What follows belongs to an exercise in optimizing a design on an open flow for small area, a short achievable clock period and few clock cycles; a production flow would make more cautious choices.
Only simulation tests tie the RTL to the original design; equivalence was not proved.

==> inputs of job 6741 <==
## mulPipeChip
module mulPipeChip (
	input logic clk,
	input logic arstN,
	input logic in_valid,
	input logic [31:0] in_a,
	input logic [31:0] in_b,
	output logic out_valid,
	output logic [63:0] out_product
);
	mulArray mulArray_i (
		.clk(clk),
		.arstN(arstN),
		.in_valid(in_valid),
		.in_a(in_a),
		.in_b(in_b),
		.out_valid(out_valid),
		.out_product(out_product)
	);
endmodule
clock: 13.0 ns
lec_check: 0
cap_margin: 20
core_margin: 2
core_utilization: 60
place_density: 0.7
slew_margin: 20
standard.sh (not shown) runs the stock make flow with config.mk's settings and CLKGATE_MAP_FILE= SYNTH_SCRIPT=/design/flow/synth_recipe.tcl, a recipe that flattens the netlist after the stock synthesis.
==> flow/flow/run.sh <==
#!/bin/bash
# The standard ORFS layout (the standard.sh) with these changes:
# - SYNTH_ARGS=-noabc: Yosys's generic synth skips its early "abc -fast", so
#   extract_fa sees the full adders as the RTL writes them (no inverters
#   between adders); everything else in synthesis is the standard script;
# - clock tree synthesis uses larger sink clusters (a shallower, balanced
#   tree) and no dummy loads;
# - REMOVE_ABC_BUFFERS=1: the buffers ABC put in are taken out at floorplan
#   and the placement-aware repairs buffer the nets again.
set -euo pipefail
MARGIN=$(cat flow/margin.txt)
CTS="$(cat flow/cts_args.txt)"
bash standard.sh SYNTH_ARGS=-noabc REMOVE_ABC_BUFFERS=1 SETUP_SLACK_MARGIN="$MARGIN" "CTS_ARGS=$CTS" finish > standard_flow.log 2>&1
==> flow/flow/cts_args.txt <==
-sink_clustering_enable -repair_clock_nets -sink_clustering_size 20 -sink_clustering_max_diameter 150 -dont_use_dummy_load
==> flow/flow/margin.txt <==
9.3
==> inputs of job 8855, as changes to job 6741 <==
==> flow/flow/run.sh (replaced) <==
#!/bin/bash
set -euo pipefail
MARGIN=$(cat flow/margin.txt)
bash standard.sh SYNTH_ARGS=-noabc SETUP_SLACK_MARGIN="$MARGIN" finish > standard_flow.log 2>&1
--- a/flow/config.mk
+++ b/flow/config.mk
@@ -7,6 +7,5 @@
 export LEC_CHECK = 0
-export CAP_MARGIN = 20
+export CAP_MARGIN = 50
 export CORE_MARGIN = 2
-export CORE_UTILIZATION = 60
-export PLACE_DENSITY = 0.7
-export SLEW_MARGIN = 20
+export CORE_UTILIZATION = 55
+export SLEW_MARGIN = 80
removed: flow/flow/cts_args.txt
==> flow_metrics.tcl <==
set metrics [dict create \
    p_leak_nw 13.53 \
    drive_gt1_share_pct 18.13 \
    outcome "timing/DRC/antenna clean" \
    r2r_end "mulArray_i.mid_q[41]$_DFF_P_" \
    routed-wl-met3_mm 12.89 \
    numPlacedInstances 3328 \
]
Source of the figures above: job 8855

==> flow_metrics.tcl <==
set metrics [dict create \
    p_leak_nw 12.45 \
    outcome "timing/DRC/antenna clean" \
    drive_gt1_share_pct 11.25 \
    routed-wl-met3_mm 17.15 \
    r2r_end "mulArray_i.mid_q[53]$_DFF_P_" \
]
Source of the figures above: job 6741

Testbench counts of job 6741, summed over its fixed seeds: cycles 16,024.
Testbench counts of job 8855, summed over its fixed seeds: cycles 16,024.

* * *

==> run a: inputs <==
Starting RTL as in the previous note.
==> flow/design.v (excerpt) <==
module mulPipeChip (
	input logic clk,
	input logic arstN,
	input logic in_valid,
	input logic [31:0] in_a,
	input logic [31:0] in_b,
	output logic out_valid,
	output logic [63:0] out_product
);
==> flow/config.mk <==
export PLATFORM = sky130hd
export DESIGN_NAME = mulPipeChip
export DESIGN_NICKNAME = mulPipeChip
export VERILOG_FILES = /design/flow/design.v
export SDC_FILE = /design/flow/constraint.sdc
export NUM_CORES = 4
export LEC_CHECK = 0
export CAP_MARGIN = 20
export CORE_MARGIN = 2
export CORE_UTILIZATION = 60
export PLACE_DENSITY = 0.7
export SLEW_MARGIN = 20
==> flow/constraint.sdc <==
create_clock -name core_clock -period 13.0 [get_ports {clk}]
set_input_delay 2.6000 -clock core_clock [delete_from_list [all_inputs] [get_ports {clk}]]
set_output_delay 2.6000 -clock core_clock [all_outputs]
set_load 0.01 [all_outputs]
==> flow/flow/run.sh <==
#!/bin/bash
# The standard ORFS layout (the standard.sh) with these changes:
# - SYNTH_ARGS=-noabc: Yosys's generic synth skips its early "abc -fast", so
#   extract_fa sees the full adders as the RTL writes them (no inverters
#   between adders); everything else in synthesis is the standard script;
# - clock tree synthesis uses larger sink clusters (a shallower, balanced
#   tree) and no dummy loads;
# - MATCH_CELL_FOOTPRINT=0: the repairs may swap a cell for one of another
#   footprint (a faster port buffer or adder, say).
set -euo pipefail
MARGIN=$(cat flow/margin.txt)
CTS="$(cat flow/cts_args.txt)"
bash standard.sh SYNTH_ARGS=-noabc MATCH_CELL_FOOTPRINT=0 SETUP_SLACK_MARGIN="$MARGIN" "CTS_ARGS=$CTS" finish > standard_flow.log 2>&1
==> flow/flow/cts_args.txt <==
-sink_clustering_enable -repair_clock_nets -sink_clustering_size 25 -sink_clustering_max_diameter 150 -dont_use_dummy_load
Scripts as last shown in full above: flow/flow/margin.txt
==> inputs of run b, as changes to run a <==
==> flow/flow/run.sh (replaced) <==
#!/bin/bash
set -euo pipefail
MARGIN=$(cat flow/margin.txt)
bash standard.sh SYNTH_ARGS=-noabc SETUP_SLACK_MARGIN="$MARGIN" finish > standard_flow.log 2>&1
--- a/flow/config.mk
+++ b/flow/config.mk
@@ -8,5 +8,5 @@
 export CAP_MARGIN = 20
 export CORE_MARGIN = 2
-export CORE_UTILIZATION = 60
-export PLACE_DENSITY = 0.7
+export CORE_UTILIZATION = 65
+export PLACE_DENSITY = 0.75
 export SLEW_MARGIN = 20
removed: flow/flow/cts_args.txt
==> inputs of run c, as changes to run a <==
==> flow/flow/run.sh (replaced) <==
#!/bin/bash
# The standard ORFS layout (the standard.sh) with these changes:
# - SYNTH_ARGS=-noabc: Yosys's generic synth skips its early "abc -fast", so
#   extract_fa sees the full adders as the RTL writes them (no inverters
#   between adders); everything else in synthesis is the standard script;
# - clock tree synthesis uses larger sink clusters (a shallower, balanced
#   tree) and no dummy loads.
set -euo pipefail
MARGIN=$(cat flow/margin.txt)
CTS="$(cat flow/cts_args.txt)"
bash standard.sh SYNTH_ARGS=-noabc SETUP_SLACK_MARGIN="$MARGIN" "CTS_ARGS=$CTS" finish > standard_flow.log 2>&1
==> flow/flow/cts_args.txt (replaced) <==
-sink_clustering_enable -repair_clock_nets -sink_clustering_size 30 -sink_clustering_max_diameter 200 -dont_use_dummy_load
==> out/results.ini <==
[finish]
nets = 3263
nonClkBufAreaFrac_pct = 9.31

[outcome]
status = complete, no violations

[worst_setup_path]
r2r_end = mulArray_i.mid_q[96]

[global_routing]
grt_pass1_wl_um = 142000

That was run c.
==> out/results.ini <==
[worst_setup_path]
r2r_end = mulArray_i.mid_q[65]

[outcome]
status = complete, no violations

[logic_synthesis]
synth_enable_flop_cells = 0
synth_most_common_cell = xnor2_1

[global_routing]
grt_pass1_wl_um = 143000

[finish]
nets = 3344
nonClkBufAreaFrac_pct = 11.7

That was run b.
==> out/results.ini <==
[finish]
nonClkBufAreaFrac_pct = 11.5
antenna_cells = 1
nets = 3292

[global_routing]
grt_pass1_wl_um = 142000

[outcome]
status = complete, no violations

[die]
die_w_um = 223

[logic_synthesis]
yosysSeqAreaShare_pct = 20.0

[worst_setup_path]
r2r_end = mulArray_i.mid_q[26]

That was run a.
Testbench counts of run a, summed over its fixed seeds: cycles 16,024.
Testbench counts of run b, summed over its fixed seeds: cycles 16,024.
Testbench counts of run c, summed over its fixed seeds: cycles 16,024.

-- port drivers added, routing unchanged --
The flow's constraints put no driver on any port. The routed layouts listed below were extracted and timed again, unchanged, in two steps.
Step 1 sets driving cells, clkbuf_16 on the clock port and buf_2 on the other inputs (assumed; they add their load-dependent delay and slew).
Step 2 also shifts input and output timing later by t, the mid clock arrival at the registers, as if the neighbouring blocks saw the same clock.
Three values: ideal, step 1, step 2; two values: the first two.
| run | shift t [ns] | setup slack, ns | hold slack, ns | worst register clock-pin slew, ns | pins driven straight from the clock port |
|---|---|---|---|---|---|
| job 6741 | 0.601 | 9.295 / 9.270 / 9.295 | 0.361 / 0.361 / 0.361 | 0.10 / 0.10 | 1 |
| job 8855 | 0.614 | 9.324 / 9.265 / 9.324 | 0.346 / 0.346 / 0.346 | 0.06 / 0.06 | 1 |
| run a | 0.617 | 9.314 / 9.252 / 9.320 | 0.359 / 0.359 / 0.359 | 0.12 / 0.12 | 1 |
| run b | 0.684 | 9.304 / 9.243 / 9.262 | 0.354 / 0.354 / 0.354 | 0.07 / 0.07 | 1 |
| run c | 0.603 | 9.295 / 9.265 / 9.295 | 0.359 / 0.359 / 0.359 | 0.12 / 0.12 | 1 |
After both steps setup and hold are still met in every run listed. For run b, which loses most, drivers alone change the setup slack by -0.061 ns; drivers and shift together by -0.042 ns.
